From an optimization exercise on the open Yosys and OpenROAD flow, aimed at small area, a short achievable clock period and few clock cycles per item; shortcuts taken in it are not production practice.
At most, simulation tests tie the RTL to the original design; equivalence was not proved.

==> flow/design.v (excerpt) <==
module fan_speed_controller_top (
    input  logic        i_clk,
    input  logic        i_rst_n,
    input  logic        psel,
    input  logic        penable,
    input  logic        pwrite,
    input  logic [4:0]  paddr,
    input  logic [31:0] pwdata,
    output logic [31:0] prdata,
    output logic        pready,
    input  logic        i_s_tvalid,
    output logic        o_s_tready,
    input  logic [23:0] i_s_tdata,
    output logic        o_m_tvalid,
    input  logic        i_m_tready,
    output logic [39:0] o_m_tdata
);
    logic signed [18:0] r_on_temp, r_off_temp, r_high_temp;
    logic [11:0]        r_min_fan, r_kick_fan, r_max_fan;
    logic [7:0]         r_up_db, r_down_db;
    logic [2:0] reg_idx;
    logic       cfg_wr;
    assign pready  = 1'b1;
    assign reg_idx = paddr[4:2];
    assign cfg_wr  = psel & penable & pwrite;
    always_ff @(posedge i_clk) begin
        if (!i_rst_n) begin
            r_on_temp   <= 19'sd65000;
            r_off_temp  <= 19'sd60000;
            r_high_temp <= 19'sd80000;
            r_min_fan   <= 12'd150;
            r_kick_fan  <= 12'd200;
            r_max_fan   <= 12'd480;
            r_up_db     <= 8'd5;
            r_down_db   <= 8'd10;
        end else if (cfg_wr) begin
            case (reg_idx)
                3'd0: r_on_temp   <= pwdata[18:0];
                3'd1: r_off_temp  <= pwdata[18:0];
                3'd2: r_high_temp <= pwdata[18:0];
                3'd3: r_min_fan   <= pwdata[11:0];
                3'd4: r_kick_fan  <= pwdata[11:0];
                3'd5: r_max_fan   <= pwdata[11:0];
                3'd6: r_up_db     <= pwdata[7:0];
                default: r_down_db <= pwdata[7:0];
            endcase
        end
    end
    logic [18:0] rd_mux;
    logic [18:0] r_rd;
    logic        r_rd_sx;
    always_comb begin
        case (reg_idx)
            3'd0: rd_mux = r_on_temp;
  ...
For scale: ~0.049 mm² of cells after synthesis.
==> flow/config.mk <==
export PLATFORM = sky130hd
export DESIGN_NAME = fan_speed_controller_top
export DESIGN_NICKNAME = fan_speed_controller_top
export VERILOG_FILES = /design/flow/design.v
export SDC_FILE = /design/flow/constraint.sdc
export NUM_CORES = 4
export LEC_CHECK = 0
export ABC_AREA = 1
export CAP_MARGIN = 20
export CORE_MARGIN = 2
export CORE_UTILIZATION = 40
export SETUP_SLACK_MARGIN = 4.8
export SLEW_MARGIN = 20
==> flow/constraint.sdc <==
create_clock -name core_clock -period 10.0 [get_ports {i_clk}]
set_input_delay 2.0000 -clock core_clock [delete_from_list [all_inputs] [get_ports {i_clk}]]
set_output_delay 2.0000 -clock core_clock [all_outputs]
set_load 0.01 [all_outputs]
standard.sh (not shown) runs the stock make flow with config.mk's settings and CLKGATE_MAP_FILE= SYNTH_SCRIPT=/design/flow/synth_recipe.tcl, a recipe that flattens the netlist after the stock synthesis.
==> flow/flow/run.sh <==
#!/bin/bash
# Standard synthesis, then an inverter-pushing pass over the full adders of
# the mapped netlist (flow/invpush.py), then the standard layout from there,
# with plain buffers (not delay buffers) as the port buffers and no dummy
# loads in the clock tree.
set -e
set -o pipefail
cp standard.sh standard_sh_copy.log
bash standard.sh synth > synth_run.log 2>&1
RES=$(dirname "$(find orfs/results -name 1_2_yosys.v | head -1)")
cp "$RES/1_2_yosys.v" 1_2_yosys_standard.v.log
python3 flow/invpush.py 1_2_yosys_standard.v.log 1500 > invpush_out.v 2> invpush.log
cp invpush_out.v "$RES/1_2_yosys.v"
rm -f "$RES/1_synth.odb" "$RES/1_synth.sdc"
sed 's/"\${@:-finish}"/"BUFFER_PORTS_ARGS=-buffer_cell sky130_fd_sc_hd__buf_2" "CTS_ARGS=-sink_clustering_enable -repair_clock_nets -dont_use_dummy_load -sink_clustering_size 30 -sink_clustering_max_diameter 70" "${@:-finish}"/' standard.sh > standard_ports.sh
cp standard_ports.sh standard_ports_sh_copy.log
bash standard_ports.sh finish > finish_run.log 2>&1
Other scripts of this flow, unchanged in this note and not shown: flow/flow/invpush.py
Testbench counts at the start, summed over its fixed seeds: cycles 13,664, items 12,800.
Change:
--- a/flow/design.v
+++ b/flow/design.v
@@ -1093,24 +1093,22 @@
     assign {rem2, quo2} = div_step2(rem1, quo1, dv);
     always_ff @(posedge i_clk) begin
         if (adv) begin
             r_rem <= rem2;
             r_quo <= quo2;
             if (div_load) r_sat <= (r_p[30:12] >= dv);
         end
     end
     logic ge_high9, gt_high9, gt_on9, lt_off9, gt_on10, lt_off10;
-    logic [19:0] dh8;
-    assign dh8 = 20'(fi8) - 20'(r_high_temp);
     always_ff @(posedge i_clk) begin
         if (adv) begin
-            ge_high9 <= ~dh8[19];
-            gt_high9 <= ~dh8[19] & (dh8 != 20'd0);
+            ge_high9 <= !(fi8 < r_high_temp);
+            gt_high9 <= fi8 > r_high_temp;
             gt_on9   <= fi8 > r_on_temp;
             lt_off9  <= fi8 < r_off_temp;
             gt_on10  <= gt_on9;
             lt_off10 <= lt_off9;
         end
     end
     logic [11:0] lv, lv_base, ramp_lvl, r_ramp;
     logic [12:0] lv_c;
     assign lv_base = r_mneg ? r_max_fan : r_min_fan;
=> Via count fell by 1.1%; global-route usage goes down by 0.69 points; clock skew shrinks by 0.014 ns; area after synthesis goes down by 1.2%; non-clock buffer count grows by 36; critical path depth is higher by 12; cell area goes down by 0.62%; synthesized cell count is lower by 1.2%; sequential share of layout area grows by 0.18 points; sequential cell count is unchanged; worst setup slack gets worse by 0.027 ns; hold slack degrades by 0.0034 ns.
Testbench counts after the change, summed over its fixed seeds: cycles 13,664, items 12,800.

========
## branch quartz
fan_speed_controller_top again, from the RTL that the note above started with.
export LEC_CHECK = 0
export ABC_AREA = 1
export CAP_MARGIN = 20
export CORE_MARGIN = 2
export CORE_UTILIZATION = 40
export SETUP_SLACK_MARGIN = 4.6
export SLEW_MARGIN = 20
create_clock -name core_clock -period 10.0 [get_ports {i_clk}]
Scripts as last shown in full above: flow/flow/run.sh
Other scripts of this flow, unchanged in this note and not shown: flow/flow/invpush.py
Testbench counts of branch quartz, summed over its fixed seeds: cycles 13,664, items 12,800.
Edits applied to the flow inputs when going from branch quartz to branch sierra:
--- a/flow/design.v
+++ b/flow/design.v
@@ -1094,22 +1094,20 @@
     always_ff @(posedge i_clk) begin
         if (adv) begin
             r_rem <= rem2;
             r_quo <= quo2;
             if (div_load) r_sat <= (r_p[30:12] >= dv);
         end
     end
     logic ge_high9, gt_high9, gt_on9, lt_off9, gt_on10, lt_off10;
-    logic [19:0] dh8;
-    assign dh8 = 20'(fi8) - 20'(r_high_temp);
     always_ff @(posedge i_clk) begin
         if (adv) begin
-            ge_high9 <= ~dh8[19];
-            gt_high9 <= ~dh8[19] & (dh8 != 20'd0);
+            ge_high9 <= !(fi8 < r_high_temp);
+            gt_high9 <= fi8 > r_high_temp;
             gt_on9   <= fi8 > r_on_temp;
             lt_off9  <= fi8 < r_off_temp;
             gt_on10  <= gt_on9;
             lt_off10 <= lt_off9;
         end
     end
     logic [11:0] lv, lv_base, ramp_lvl, r_ramp;
     logic [12:0] lv_c;
--- outcome ---
The core of branch sierra is less densely filled than that of branch quartz.
Met2 capacity usage during global routing: branch quartz and branch sierra compared, lower one is branch sierra
Summary — tightest hold margin, branch sierra relative to branch quartz: higher, by 6.1 ps.
[branch sierra vs branch quartz] met3 wirelength from detailed routing: higher in branch sierra
branch sierra ends up with lower total CTS buffers than branch quartz does.
Testbench counts of branch sierra, summed over its fixed seeds: cycles 13,664, items 12,800.

========
== run K ==
fan_speed_controller_top, a different RTL version from the one above (not shown whole).
Size: roughly 5800 cells after synthesis, about 48000 um^2 of cells after synthesis.
## fan_speed_controller_top
module fan_speed_controller_top (
    input  logic        i_clk,
    input  logic        i_rst_n,
    input  logic        psel,
    input  logic        penable,
    input  logic        pwrite,
    input  logic [4:0]  paddr,
    input  logic [31:0] pwdata,
    output logic [31:0] prdata,
    output logic        pready,
    input  logic        i_s_tvalid,
    output logic        o_s_tready,
    input  logic [23:0] i_s_tdata,
    output logic        o_m_tvalid,
    input  logic        i_m_tready,
    output logic [39:0] o_m_tdata
);
==> flow/config.mk <==
export PLATFORM = sky130hd
export DESIGN_NAME = fan_speed_controller_top
export DESIGN_NICKNAME = fan_speed_controller_top
export VERILOG_FILES = /design/flow/design.v
export SDC_FILE = /design/flow/constraint.sdc
export NUM_CORES = 4
export LEC_CHECK = 0
export ABC_AREA = 1
export CAP_MARGIN = 20
export CORE_MARGIN = 2
export CORE_UTILIZATION = 40
export SETUP_SLACK_MARGIN = 4.8
export SLEW_MARGIN = 20
==> flow/constraint.sdc <==
create_clock -name core_clock -period 10.0 [get_ports {i_clk}]
set_input_delay 2.0000 -clock core_clock [delete_from_list [all_inputs] [get_ports {i_clk}]]
set_output_delay 2.0000 -clock core_clock [all_outputs]
set_load 0.01 [all_outputs]
==> flow/flow/run.sh <==
#!/bin/bash
# Standard synthesis, then an inverter-pushing pass over the full adders of
# the mapped netlist (flow/invpush.py), then the standard layout from there.
set -e
set -o pipefail
cp standard.sh standard_sh_copy.log
bash standard.sh synth > synth_run.log 2>&1
RES=$(dirname "$(find orfs/results -name 1_2_yosys.v | head -1)")
cp "$RES/1_2_yosys.v" 1_2_yosys_standard.v.log
python3 flow/invpush.py 1_2_yosys_standard.v.log 1500 > invpush_out.v 2> invpush.log
cp invpush_out.v "$RES/1_2_yosys.v"
rm -f "$RES/1_synth.odb" "$RES/1_synth.sdc"
bash standard.sh finish > finish_run.log 2>&1
Other scripts of this flow, unchanged in this note and not shown: flow/flow/invpush.py
> inputs changed (run K -> run C)
--- a/flow/design.v
+++ b/flow/design.v
@@ -61,33 +61,35 @@
             3'd6: rd_mux = {11'd0, r_up_db};
             default: rd_mux = {11'd0, r_down_db};
         endcase
     end
     always_ff @(posedge i_clk) begin
         r_rd    <= rd_mux;
         r_rd_sx <= rd_mux[18] & ~reg_idx[2] & ~(reg_idx[1] & reg_idx[0]);
     end
     assign prdata = {{13{r_rd_sx}}, r_rd};
     logic signed [19:0] r_span;       
+    logic [20:0]        r_span3;      
     logic               r_flat;       
     logic [6:0]         r_bneg, r_bone, r_btwo;    
     logic [11:0]        am_c;
     logic [14:0]        am_x;
     logic               r_mneg;       
     logic signed [19:0] span_c;
     logic [12:0]        md_c;
     assign span_c = 20'(r_high_temp) - 20'(r_off_temp);
     assign md_c   = {1'b0, r_max_fan} - {1'b0, r_min_fan};
     assign am_c   = md_c[12] ? (r_min_fan - r_max_fan) : md_c[11:0];
     assign am_x   = {2'b00, am_c, 1'b0};
     always_ff @(posedge i_clk) begin
         r_span <= span_c;
+        r_span3 <= 21'(span_c) + 21'({span_c, 1'b0});
         r_flat <= (span_c <= 20'sd0);
         r_mneg <= md_c[12];
         for (int j = 0; j < 7; j++) begin
             r_bneg[j] <= am_x[2*j+2];
             r_bone[j] <= am_x[2*j+1] ^ am_x[2*j];
             r_btwo[j] <= (am_x[2*j+2] & ~am_x[2*j+1] & ~am_x[2*j]) |
                          (~am_x[2*j+2] & am_x[2*j+1] & am_x[2*j]);
         end
     end
     logic adv;
@@ -1054,38 +1056,48 @@
             {fi4, fi5, fi6, fi7, fi8, fi9, fi10} <= {fi3, fi4, fi5, fi6, fi7, fi8, fi9};
         end
     end
     logic [18:0] r_rem;
     logic [11:0] r_quo;
     logic        r_sat;
     logic [18:0] dv;
     logic [18:0] rem0, rem1, rem2;
     logic [11:0] quo0, quo1, quo2;
     logic        div_load;
+    function automatic logic [30:0] div_step(input logic [18:0] rem, input logic [11:0] quo,
+                                             input logic [18:0] d, input logic [20:0] d3);
+        logic [20:0] tr;
+        logic [21:0] d1, d2, d3s;
+        tr  = {rem, quo[11:10]};
+        d1  = {1'b0, tr} - {3'b0, d};
+        d2  = {1'b0, tr} - {2'b0, d, 1'b0};
+        d3s = {1'b0, tr} - {1'b0, d3};
+        if (!d3s[21])     div_step = {d3s[18:0], quo[9:0], 2'd3};
+        else if (!d2[21]) div_step = {d2[18:0],  quo[9:0], 2'd2};
+        else if (!d1[21]) div_step = {d1[18:0],  quo[9:0], 2'd1};
+        else              div_step = {tr[18:0],  quo[9:0], 2'd0};
+    endfunction
     function automatic logic [30:0] div_step2(input logic [18:0] rem, input logic [11:0] quo,
                                               input logic [18:0] d);
         logic [19:0] tr;
         logic [20:0] d1;
         tr = {rem, quo[11]};
         d1 = {1'b0, tr} - {2'b0, d};
         if (!d1[20]) div_step2 = {d1[18:0], quo[10:0], 1'b1};
         else         div_step2 = {tr[18:0], quo[10:0], 1'b0};
     endfunction
     assign dv       = r_span[18:0];
     assign div_load = k5;
     assign rem0     = div_load ? r_p[30:12] : r_rem;
     assign quo0     = div_load ? r_p[11:0]  : r_quo;
-    logic [18:0] rem1b;
-    logic [11:0] quo1b;
-    assign {rem1, quo1}   = div_step2(rem0, quo0, dv);
-    assign {rem1b, quo1b} = div_step2(rem1, quo1, dv);
-    assign {rem2, quo2}   = div_step2(rem1b, quo1b, dv);
+    assign {rem1, quo1} = div_step(rem0, quo0, dv, r_span3);
+    assign {rem2, quo2} = div_step2(rem1, quo1, dv);
     always_ff @(posedge i_clk) begin
         if (adv) begin
             r_rem <= rem2;
             r_quo <= quo2;
             if (div_load) r_sat <= (r_p[30:12] >= dv);
         end
     end
     logic ge_high9, gt_high9, gt_on9, lt_off9, gt_on10, lt_off10;
     logic [19:0] dh8;
     assign dh8 = 20'(fi8) - 20'(r_high_temp);
## What came out
The ratio of final minimum period to clock period number comes out higher for run K vs run C.
Count of inserted tapcells: run C vs run K up 25
Synthesized area: run C worse than run K
Run C: area added between synthesis and finish is 3.8 points lower than what run K reported.
Looking at the reports, run C completed the entire flow and the layout it produced met the timing, design-rule and antenna checks.
Of run C and run K, it is run C that has the higher share of the final layout cell area in sequential cells.
Delta (run C minus run K): final worst slack went up 0.88 ns; full die area picked up an extra 3.8%.
Testbench counts of run C, summed over its fixed seeds: cycles 13,664, items 12,800.
Only the layout flow was run in run K; the RTL was not checked for function there.

==> separate check: timing with driven ports <==
In the flow no input, the clock included, has a driving cell. The finished layouts below were timed again as built, in two steps. Step 1 (the two cells are an assumption about what drives the block):
set clk [get_ports {i_clk}]
set_driving_cell -lib_cell sky130_fd_sc_hd__clkbuf_16 $clk
set_driving_cell -lib_cell sky130_fd_sc_hd__buf_2 [delete_from_list [all_inputs] $clk]
Step 2 moves the port delays by t, midway between the first and last clock arrival at a register: inputs arrive t later, outputs are due t later. That takes back most of the time a late clock gives input paths. a / b / c = ideal / step 1 / step 2; a / b = the first two.
run	t, ns	setup slack, ns	worst setup path at the end
the first run of note 1	0.667	4.885 / 4.859 / 4.859	input to output
the second run of note 1	0.666	4.858 / 4.858 / 4.858	register to register
branch quartz	0.699	4.791 / 4.791 / 4.791	register to register
branch sierra	0.682	4.774 / 4.774 / 4.774	register to register
run K	0.714	3.998 / 3.998 / 3.998	register to register
run C	0.712	4.878 / 4.855 / 4.589	input to register
After both steps setup and hold are still met in every run listed. For run C, which loses most, drivers alone change the setup slack by -0.023 ns; drivers and shift together by -0.289 ns.
